From an optimization exercise on the open Yosys and OpenROAD flow, aimed at small area; shortcuts taken in it are not production practice. Function was checked by simulation only, so behaviour that the tests miss may differ from the original. No activity file was given, so power comes from the tool's default toggle rates.

## design.v

```verilog
package lcr_pkg;
  localparam int unsigned SMP_W   = 12;
  localparam int unsigned TEMP_W  = 12;
  localparam int unsigned CF_W    = 22;   
  localparam int unsigned VF_W    = 24;   
  localparam int unsigned CFG_IDX_W = 3;
  localparam int unsigned CFG_DAT_W = 14;
  localparam int unsigned MUL_W  = 26;
  localparam int unsigned PROD_W = 2 * MUL_W;
  localparam logic [22:0] RECIP10 = 23'd3355444;    
  localparam int unsigned SHIFT10 = 25;
  localparam logic [24:0] RECIP3  = 25'd22369622;   
  localparam int unsigned SHIFT3  = 26;
  typedef enum logic [CFG_IDX_W-1:0] {
    REG_SETPOINT      = 3'd0,
    REG_SENSE_OFFSET  = 3'd1,
    REG_LOOP_GAIN     = 3'd2,
    REG_VOLT_COMP     = 3'd3,
    REG_CUTOFF_LEVEL  = 3'd4,
    REG_TRIP_DELTA    = 3'd5,
    REG_RELEASE_DELTA = 3'd6,
    REG_FEATURES      = 3'd7
  } cfg_reg_e;
  typedef struct packed {
    logic load;      
    logic mul_cf;    
    logic upd_cf;    
    logic mul_vc;    
    logic mul_acc;   
    logic mul_vf;    
    logic upd_vf;    
    logic commit;    
  } lcr_cmd_t;
  typedef struct packed {
    logic stopped;
  } lcr_stat_t;
endpackage
import lcr_pkg::*;
module lcr_ctrl
(
  input  logic      clk_i,
  input  logic      rst_ni,
  input  logic      in_valid_i,
  output logic      in_ready_o,
  output logic      out_valid_o,
  input  logic      out_ready_i,
  input  lcr_pkg::lcr_stat_t stat_i,
  output lcr_pkg::lcr_cmd_t  cmd_o
);
  typedef enum logic [7:0] {
    ST_IDLE = 8'b0000_0001,
    ST_MCF  = 8'b0000_0010,
    ST_UCF  = 8'b0000_0100,
    ST_MVC  = 8'b0000_1000,
    ST_MACC = 8'b0001_0000,
    ST_MVF  = 8'b0010_0000,
    ST_UVF  = 8'b0100_0000,
    ST_FIN  = 8'b1000_0000
  } state_e;
  state_e state_q, state_d;
  logic   ovalid_q, ovalid_d;
  logic   take_in, commit;
  assign in_ready_o  = (state_q == ST_IDLE);
  assign take_in     = in_valid_i & in_ready_o;
  assign commit      = (state_q == ST_FIN) & (~ovalid_q | out_ready_i);
  assign out_valid_o = ovalid_q;
  always_comb begin
    state_d = state_q;
    unique case (state_q)
      ST_IDLE: begin
        if (take_in) begin
          state_d = stat_i.stopped ? ST_FIN : ST_MCF;
        end
      end
      ST_MCF:  state_d = ST_UCF;
      ST_UCF:  state_d = ST_MVC;
      ST_MVC:  state_d = ST_MACC;
      ST_MACC: state_d = ST_MVF;
      ST_MVF:  state_d = ST_UVF;
      ST_UVF:  state_d = ST_FIN;
      ST_FIN: begin
        if (commit) begin
          state_d = ST_IDLE;
        end
      end
      default: state_d = ST_IDLE;
    endcase
  end
  always_comb begin
    ovalid_d = ovalid_q;
    if (commit) begin
      ovalid_d = 1'b1;
    end else if (out_ready_i) begin
      ovalid_d = 1'b0;
    end
  end
  always_comb begin
    cmd_o         = '0;
    cmd_o.load    = take_in;
    cmd_o.mul_cf  = (state_q == ST_MCF);
    cmd_o.upd_cf  = (state_q == ST_UCF);
    cmd_o.mul_vc  = (state_q == ST_MVC);
    cmd_o.mul_acc = (state_q == ST_MACC);
    cmd_o.mul_vf  = (state_q == ST_MVF);
    cmd_o.upd_vf  = (state_q == ST_UVF);
    cmd_o.commit  = commit;
  end
  always_ff @(posedge clk_i or negedge rst_ni) begin
    if (!rst_ni) begin
      state_q  <= ST_IDLE;
      ovalid_q <= 1'b0;
    end else begin
      state_q  <= state_d;
      ovalid_q <= ovalid_d;
    end
  end
endmodule
import lcr_pkg::*;
module lcr_datapath
#(
  parameter int unsigned PWM_LIMIT = 4000
) (
  input  logic                    clk_i,
  input  logic                    rst_ni,
  input  lcr_pkg::lcr_cmd_t                cmd_i,
  output lcr_pkg::lcr_stat_t               stat_o,
  input  logic                    cfg_we_i,
  input  logic [CFG_IDX_W-1:0]    cfg_index_i,
  input  logic [CFG_DAT_W-1:0]    cfg_data_i,
  input  logic [SMP_W-1:0]        current_sample_i,
  input  logic [SMP_W-1:0]        voltage_sample_i,
  input  logic signed [TEMP_W-1:0] temperature_i,
  output logic [11:0]             pwm_duty_o,
  output logic                    stopped_o,
  output logic                    fan_on_o,
  output logic signed [12:0]      measured_current_o,
  output logic [13:0]             filtered_voltage_o
);
  localparam int unsigned LIMIT_Q8 = PWM_LIMIT * 256;
  localparam int unsigned ACC_BITS = $clog2(LIMIT_Q8 + 1);
  localparam int unsigned ACC_W    = (ACC_BITS > 20) ? ACC_BITS : 20;
  localparam int unsigned SUM_W    = ((ACC_W > 24) ? ACC_W : 24) + 2;
  localparam logic [ACC_W-1:0] LIMIT_ACC = ACC_W'(LIMIT_Q8);
  logic [11:0]        setpoint_q, offset_q;
  logic [9:0]         gain_q;
  logic signed [9:0]  vcomp_q;
  logic [13:0]        cutoff_q;
  logic [7:0]         trip_q, release_q;
  logic [1:0]         feat_q;
  logic [SMP_W-1:0]         si_q, sv_q;
  logic signed [TEMP_W-1:0] temp_q;
  logic signed [CF_W-1:0]   cf_q, cf_d;
  logic signed [VF_W-1:0]   vf_q, vf_d;
  logic [ACC_W-1:0]         acc_q;
  logic                     stop_q, bvalid_q, tripped_q;
  logic signed [TEMP_W-1:0] base_q;
  logic signed [PROD_W-1:0] p_q, p_d;
  logic signed [VF_W-1:0]   tgt_q, tgt_d;
  logic [ACC_W-1:0]         accs_q, accs_d;
  logic                     sgn_q, sgn_d;
  logic signed [MUL_W-1:0]  mul_a, mul_b;
  logic signed [12:0]       diff;
  logic signed [CF_W-1:0]   ecur, eacc, qcf;
  logic [20:0]              ecur_abs;
  logic [20:0]              q10;
  logic signed [VF_W:0]     dv, dv_abs;
  logic [22:0]              q3;
  logic signed [VF_W-1:0]   qvf;
  logic signed [SUM_W-1:0]  acc_sum, lim_ext;
  logic [ACC_W-1:0]         acc_n;
  logic                     stop_n, trip_n, bvalid_n, cut;
  logic signed [TEMP_W-1:0] base_n;
  logic signed [12:0]       tdiff, tabs;
  logic [7:0]               thr;
  assign stat_o.stopped = stop_q;
  assign diff     = $signed({1'b0, si_q}) - $signed({1'b0, offset_q});
  assign ecur     = $signed({diff[12], diff, 8'h00}) - cf_q;
  assign ecur_abs = ecur[CF_W-1] ? 21'(-ecur) : ecur[20:0];
  assign eacc     = $signed({2'b00, setpoint_q, 8'h00}) - cf_q;
  assign dv     = $signed({tgt_q[VF_W-1], tgt_q}) - $signed({vf_q[VF_W-1], vf_q});
  assign dv_abs = dv[VF_W] ? -dv : dv;
  always_comb begin
    mul_a = '0;
    mul_b = '0;
    sgn_d = sgn_q;
    if (cmd_i.mul_cf) begin
      mul_a = {5'b0, ecur_abs};
      mul_b = {3'b0, RECIP10};
      sgn_d = ecur[CF_W-1];
    end else if (cmd_i.mul_vc) begin
      mul_a = {{16{vcomp_q[9]}}, vcomp_q};
      mul_b = {{4{cf_q[CF_W-1]}}, cf_q};
    end else if (cmd_i.mul_acc) begin
      mul_a = {16'b0, gain_q};
      mul_b = {{4{eacc[CF_W-1]}}, eacc};
    end else if (cmd_i.mul_vf) begin
      mul_a = {1'b0, dv_abs[VF_W-1:0], 1'b0};   
      mul_b = {1'b0, RECIP3};
      sgn_d = dv[VF_W];
    end
    p_d = mul_a * mul_b;
  end
  assign q10  = p_q[SHIFT10 +: 21];
  assign qcf  = sgn_q ? -$signed({1'b0, q10}) : $signed({1'b0, q10});
  assign cf_d = cf_q + qcf;
  assign tgt_d = $signed({3'b000, sv_q, 9'h000}) + $signed(p_q[31:8]);
  assign lim_ext = $signed({{(SUM_W-ACC_W){1'b0}}, LIMIT_ACC});
  assign acc_sum = $signed({{(SUM_W-ACC_W){1'b0}}, acc_q})
                 + $signed({{(SUM_W-24){p_q[31]}}, p_q[31:8]});
  always_comb begin
    if (acc_sum[SUM_W-1] || cf_q[CF_W-1] || (setpoint_q == 12'd0)) begin
      accs_d = '0;
    end else if (acc_sum > lim_ext) begin
      accs_d = LIMIT_ACC;
    end else begin
      accs_d = acc_sum[ACC_W-1:0];
    end
  end
  assign q3   = p_q[SHIFT3 +: 23];
  assign qvf  = sgn_q ? -$signed({1'b0, q3}) : $signed({1'b0, q3});
  assign vf_d = vf_q + qvf;
  assign tdiff = $signed({base_q[TEMP_W-1], base_q}) - $signed({temp_q[TEMP_W-1], temp_q});
  assign tabs  = tdiff[12] ? -tdiff : tdiff;
  assign thr   = tripped_q ? release_q : trip_q;
  assign cut   = feat_q[0] && (setpoint_q != 12'd0)
              && (vf_q <= $signed({2'b00, cutoff_q, 8'h00}));
  always_comb begin
    acc_n    = acc_q;
    stop_n   = stop_q;
    trip_n   = tripped_q;
    bvalid_n = bvalid_q;
    base_n   = base_q;
    if (!stop_q) begin
      acc_n = accs_q;
      if (cut) begin
        acc_n  = '0;
        stop_n = 1'b1;
      end
      if (!bvalid_q) begin
        base_n   = temp_q;
        bvalid_n = 1'b1;
      end else if (feat_q[1]) begin
        if ($unsigned(tabs) > {5'b0, thr}) begin
          acc_n  = '0;
          trip_n = 1'b1;
        end else begin
          trip_n = 1'b0;
        end
      end else begin
        trip_n = 1'b0;
      end
    end
  end
  always_ff @(posedge clk_i or negedge rst_ni) begin
    if (!rst_ni) begin
      setpoint_q <= 12'd0;
      offset_q   <= 12'd0;
      gain_q     <= 10'd63;
      vcomp_q    <= 10'sd0;
      cutoff_q   <= 14'd3008;
      trip_q     <= 8'd16;
      release_q  <= 8'd8;
      feat_q     <= 2'd0;
    end else if (cfg_we_i) begin
      unique case (cfg_index_i)
        REG_SETPOINT:      setpoint_q <= cfg_data_i[11:0];
        REG_SENSE_OFFSET:  offset_q   <= cfg_data_i[11:0];
        REG_LOOP_GAIN:     gain_q     <= cfg_data_i[9:0];
        REG_VOLT_COMP:     vcomp_q    <= $signed(cfg_data_i[9:0]);
        REG_CUTOFF_LEVEL:  cutoff_q   <= cfg_data_i[13:0];
        REG_TRIP_DELTA:    trip_q     <= cfg_data_i[7:0];
        REG_RELEASE_DELTA: release_q  <= cfg_data_i[7:0];
        REG_FEATURES:      feat_q     <= cfg_data_i[1:0];
      endcase
    end
  end
  always_ff @(posedge clk_i or negedge rst_ni) begin
    if (!rst_ni) begin
      cf_q      <= '0;
      vf_q      <= '0;
      acc_q     <= '0;
      stop_q    <= 1'b0;
      bvalid_q  <= 1'b0;
      base_q    <= '0;
      tripped_q <= 1'b0;
    end else begin
      if (cmd_i.upd_cf) begin
        cf_q <= cf_d;
      end
      if (cmd_i.upd_vf) begin
        vf_q <= vf_d;
      end
      if (cmd_i.commit) begin
        acc_q     <= acc_n;
        stop_q    <= stop_n;
        bvalid_q  <= bvalid_n;
        base_q    <= base_n;
        tripped_q <= trip_n;
      end
    end
  end
  always_ff @(posedge clk_i) begin
    if (cmd_i.load) begin
      si_q   <= current_sample_i;
      sv_q   <= voltage_sample_i;
      temp_q <= temperature_i;
    end
    if (cmd_i.mul_cf || cmd_i.mul_vc || cmd_i.mul_acc || cmd_i.mul_vf) begin
      p_q   <= p_d;
      sgn_q <= sgn_d;
    end
    if (cmd_i.mul_acc) begin
      tgt_q <= tgt_d;
    end
    if (cmd_i.mul_vf) begin
      accs_q <= accs_d;
    end
    if (cmd_i.commit) begin
      pwm_duty_o         <= acc_n[19:8];
      stopped_o          <= stop_n;
      fan_on_o           <= trip_n;
      measured_current_o <= cf_q[20:8];
      if (vf_q[VF_W-1]) begin
        filtered_voltage_o <= 14'd0;
      end else if (vf_q[22]) begin
        filtered_voltage_o <= 14'h3FFF;
      end else begin
        filtered_voltage_o <= vf_q[21:8];
      end
    end
  end
endmodule
import lcr_pkg::*;
module load_current_regulator
#(
  parameter int unsigned PWM_LIMIT = 4000
) (
  input  logic                 clk_i,
  input  logic                 rst_ni,
  input  logic                 cfg_we_i,
  input  logic [CFG_IDX_W-1:0] cfg_index_i,
  input  logic [CFG_DAT_W-1:0] cfg_data_i,
  input  logic                 s_axis_tvalid_i,
  output logic                 s_axis_tready_o,
  input  logic [39:0]          s_axis_tdata_i,
  output logic                 m_axis_tvalid_o,
  input  logic                 m_axis_tready_i,
  output logic [47:0]          m_axis_tdata_o
);
  lcr_pkg::lcr_cmd_t  cmd;
  lcr_pkg::lcr_stat_t stat;
  logic [11:0]        pwm_duty;
  logic               stopped, fan_on;
  logic signed [12:0] measured_current;
  logic [13:0]        filtered_voltage;
  lcr_ctrl u_ctrl (
    .clk_i       (clk_i),
    .rst_ni      (rst_ni),
    .in_valid_i  (s_axis_tvalid_i),
    .in_ready_o  (s_axis_tready_o),
    .out_valid_o (m_axis_tvalid_o),
    .out_ready_i (m_axis_tready_i),
    .stat_i      (stat),
    .cmd_o       (cmd)
  );
  lcr_datapath #(
    .PWM_LIMIT (PWM_LIMIT)
  ) u_datapath (
    .clk_i              (clk_i),
    .rst_ni             (rst_ni),
    .cmd_i              (cmd),
    .stat_o             (stat),
    .cfg_we_i           (cfg_we_i),
    .cfg_index_i        (cfg_index_i),
    .cfg_data_i         (cfg_data_i),
    .current_sample_i   (s_axis_tdata_i[11:0]),
    .voltage_sample_i   (s_axis_tdata_i[23:12]),
    .temperature_i      ($signed(s_axis_tdata_i[35:24])),
    .pwm_duty_o         (pwm_duty),
    .stopped_o          (stopped),
    .fan_on_o           (fan_on),
    .measured_current_o (measured_current),
    .filtered_voltage_o (filtered_voltage)
  );
  assign m_axis_tdata_o = {7'b0, filtered_voltage, measured_current,
                           fan_on, stopped, pwm_duty};
endmodule
```

## constraint.sdc

```tcl
create_clock -name core_clock -period 15.0 [get_ports {clk_i}]
set_input_delay 3.0000 -clock core_clock [delete_from_list [all_inputs] [get_ports {clk_i}]]
set_output_delay 3.0000 -clock core_clock [all_outputs]
set_load 0.01 [all_outputs]
```

## config.mk

```make
export PLATFORM = sky130hd
export DESIGN_NAME = load_current_regulator
export DESIGN_NICKNAME = load_current_regulator
export VERILOG_FILES = /design/flow/design.v
export SDC_FILE = /design/flow/constraint.sdc
export NUM_CORES = 4
export LEC_CHECK = 0
export CAP_MARGIN = 20
export CORE_MARGIN = 2
export CORE_UTILIZATION = 40
export SLEW_MARGIN = 20
```

## run.sh

```bash
#!/bin/bash
# synth_recipe.tcl (not shown) runs the flow's synth.tcl, then flattens the netlist and writes it again
# the make line also repeats each setting of config.mk as NAME=value (left out here)
make -C /OpenROAD-flow-scripts/flow DESIGN_CONFIG=/design/flow/config.mk WORK_HOME=/design/flow/orfs CLKGATE_MAP_FILE= SYNTH_SCRIPT=/design/flow/synth_recipe.tcl finish
```

==> notes.md <==
critical path, delay by kind of cell, from the launching register on:
| family | cells | cell delay [ps] |
|---|---|---|
| flip-flops | 1 | 410 |
| AO/OA/AOI/OAI | 21 | 4970 |
| AND/OR/NAND/NOR | 7 | 1500 |
| adder cells (fa/ha/maj) | 10 | 4630 |
| buffers and inverters | 3 | 150 |
| XOR/XNOR | 3 | 390 |
| multiplexers | 1 | 690 |
where the power goes:
group | switching, mW | internal, mW
registers | 0.193 | 1.13
logic | 1.98 | 1.10
clock network | 0.398 | 0.488
layout by cell type (no fill, tap or decap), types with 39 or more instances in the layout:
cell type	n
inv_1	907
fa_1	687
nand2_1	619
ha_1	314
nor2_1	250
o21ai_0	189
xnor2_1	186
a21oi_1	179
edfxtp_1	163
dfrtp_1	152
clkdlybuf4s50_1	99
and2_1	95
buf_4	75
a21o_1	70
xor2_1	68
mux2_2	67
nor2b_1	62
nor3_1	50
nand2b_1	41
nand3_1	39
flip-flops by register name, summed over array words and instances, names as in the netlist, 12 cells and up:
signal                         cells
u_datapath.vf_q                   24
u_datapath.temp_q                 12
u_datapath.tgt_q                  24
u_datapath.offset_q               12
u_datapath.sv_q                   12
u_datapath.cf_q                   22
u_datapath.filtered_voltage_o     14
u_datapath.pwm_duty_o             12
u_datapath.measured_current_o     13
u_datapath.acc_q                  20
u_datapath.cutoff_q               14
u_datapath.setpoint_q             12
u_datapath.p_q                    41
u_datapath.si_q                   12
u_datapath.accs_q                 20
u_datapath.base_q                 12
cells by family after synthesis:
kind of cell / share of synthesized area
other: 0.0000828
and+or+nand+nor: 0.137
adders and majority gates: 0.390
DFF: 0.200
AOI/OAI and AO/OA: 0.112
muxes: 0.0202
xor gates and xnor gates: 0.0491
buffers and inverters: 0.0919
area by class of cell:
| cell class | count | share of cell area |
|---|---|---|
| multi-input combinational | 3446 | 0.654 |
| timing repair buffer | 175 | 0.0317 |
| clock buffer | 43 | 0.0190 |
| tap | 1500 | 0.0381 |
| inverter | 910 | 0.0693 |
| clock inverter | 21 | 0.00388 |
| sequential | 329 | 0.184 |
| antenna | 4 | 0.000203 |
worst max path at each step:
stage | endpoint | slack [ps] | depth (start not counted)
after CTS | u_datapath.p_q[47] | 2090 | 46
after global placement | u_datapath.p_q[38] | 2370 | 45
after global routing | u_datapath.p_q[38] | 1180 | 44
final | u_datapath.p_q[47] | 1960 | 45
after floorplan | u_datapath.p_q[47] | 4360 | 49
after detailed placement | u_datapath.p_q[47] | 2160 | 46
stage by stage:
step	area, um^2	setup WS (ps)
4_1_cts	49300	2090
5_1_grt	49300	1180
3_5_place_dp	48200	2160
2_1_floorplan	45300	4360
3_3_place_gp	48200	2370
6_report	49300	1960
metal layers:
| layer | share of wire | global-route usage |
|---|---|---|
| met1 | 0.42 | 0.311 |
| met2 | 0.47 | 0.395 |
| met3 | 0.067 | 0.0374 |
| met4 | 0.047 | 0.0985 |
| met5 | 0 | 0 |
==> results.json <==
{
  "cp-startpoint": "u_datapath.si_q[1]",
  "seqCellArea_mm2": 0.00907,
  "syn_area_mm2": 0.0453,
  "drc": 0,
  "dieHeight_um": 341,
  "power_mw": 5.28,
  "clk_pin_slew_ps": 70,
  "final.period_utilization": 0.869,
  "overflow": 0,
  "cp.required_ps": 15290,
  "coreArea_mm2": 0.112,
  "crit_arrival_ps": 13320,
  "slew_violations": 0,
  "cts_resized": 0,
  "path_common_cell": "fa_1",
  "synthTopCellsByArea": "fa_1 30%, edfxtp_1 11%, ha_1 8.7%",
  "path_class": "reg2reg",
  "clk_latency_ps": 560,
  "rr_endpoint": "u_datapath.p_q[47]",
  "ys_seq_elements": 329,
  "dpl.cell_count": 6360,
  "synthCells": 4852,
  "finalSetupTns_ps": 0,
  "start_util": 0.403,
  "period_needed_ps": 13040,
  "cts-root-buf": "clkbuf_16",
  "synth.cells.most_frequent": "908 x inv_1, 687 x fa_1, 619 x nand2_1, 314 x ha_1, 251 x nor2_1",
  "routed-via-count": 34300,
  "drt_iter0_drc": 2432,
  "finalHoldViolations": 0,
  "r2r_slack_ps": 1960,
  "ctsLongestPathBuffers": 3,
  "cts_htree_levels": 2,
  "synth-edff-count": 163,
  "seq_area_frac_synth": 0.200,
  "cts_buffers": 35,
  "relSlewSlack": 0.256,
  "hold_class": "reg2reg",
  "hpwl_um": 108000,
  "ys_async_sr_fraction": 0.505,
  "whs_endpoint": "u_datapath.acc_q[3]",
  "r2r_start": "u_datapath.si_q[1]",
  "layout-drive-gt1-share": 0.0573,
  "vias_per_cell": 5.34,
  "grt.total_usage": 0.238,
  "routed_wl_um": 136000,
  "holdPathStages": 1,
  "final_util": 0.438,
  "min_from": "u_datapath.accs_q[3]",
  "instances_no_fill": 6428,
  "clock_sinks": 329,
  "critPathLaunchType": "register",
  "postRouteAntennaNets": 0,
  "irDropWorstVdd_v": 0.000101,
  "grt_pass1_vias": 35700,
  "power_leakage_nw": 23.3,
  "power_density_mw_per_mm2": 107,
  "status": "complete, no violations",
  "yosysMostFrequentCell": "inv_1",
  "rsz0062_at_grt": "no",
  "cp_max_fo": 17,
  "grt_pass1_wl_um": 211000,
  "io_pins": 112,
  "clock_skew_ps": 29.7,
  "synth_warnings": 2,
  "cts_setup_buffers": 0,
  "synth.distinct_cells": 103,
  "design.die.area_mm2": 0.116,
  "cts_tree": "built",
  "yosys.area.top_type": "fa_1",
  "wl_per_cell_um": 21.2,
  "holdWs_ps": 466,
  "critPathMaxStageDelay_ps": 690,
  "fin_nets": 5960,
  "synth-main-ff-cell": "edfxtp_1",
  "fmax_mhz": 76.7,
  "syn_to_final_growth_pct": 8.85,
  "crit_slowest_cell": "mux2i_1",
  "port_buffers": 100,
  "r2r_cells": 45,
  "n_fill_cell": 10900,
  "yosysTopAreaCellShare": 0.304,
  "gp_congestion": 0.940,
  "antenna_found_initial": 1,
  "synth.avg_cell_area_um2": 9.34,
  "finalSetupViolCount": 0,
  "dr.pass1.iters": 6,
  "multiInputGateArea_mm2": 0.0323,
  "num_rows": 123,
  "max_cap_viol_count": 0,
  "die_x_um": 341,
  "hold_buffers": 0,
  "cp-end-kind": "register",
  "grt_max_degree": 67,
  "worstMarginPinSlew_ps": 1110
}

[port drivers added, routing unchanged]
No port has a modelled driver above. Below, the same layout with a new extraction and two added sets of constraints. Step 1 (the two cells are an assumption about what drives the block):
set clk [get_ports {clk_i}]
set_driving_cell -lib_cell sky130_fd_sc_hd__clkbuf_16 $clk
set_driving_cell -lib_cell sky130_fd_sc_hd__buf_2 [delete_from_list [all_inputs] $clk]
Step 2 also shifts input and output timing later by t, the mid clock arrival at the registers, as if the neighbouring blocks saw the same clock. Slacks: ideal / step 1 / step 2; pairs: ideal / step 1.
shift t [ns]: 0.601
setup slack, ns: 1.964 / 1.964 / 1.964
hold WS [ns]: 0.466 / 0.466 / 0.466
After both steps setup and hold are still met in this run. For this run, drivers alone change the setup slack by 0.000 ns; drivers and shift together by 0.000 ns.
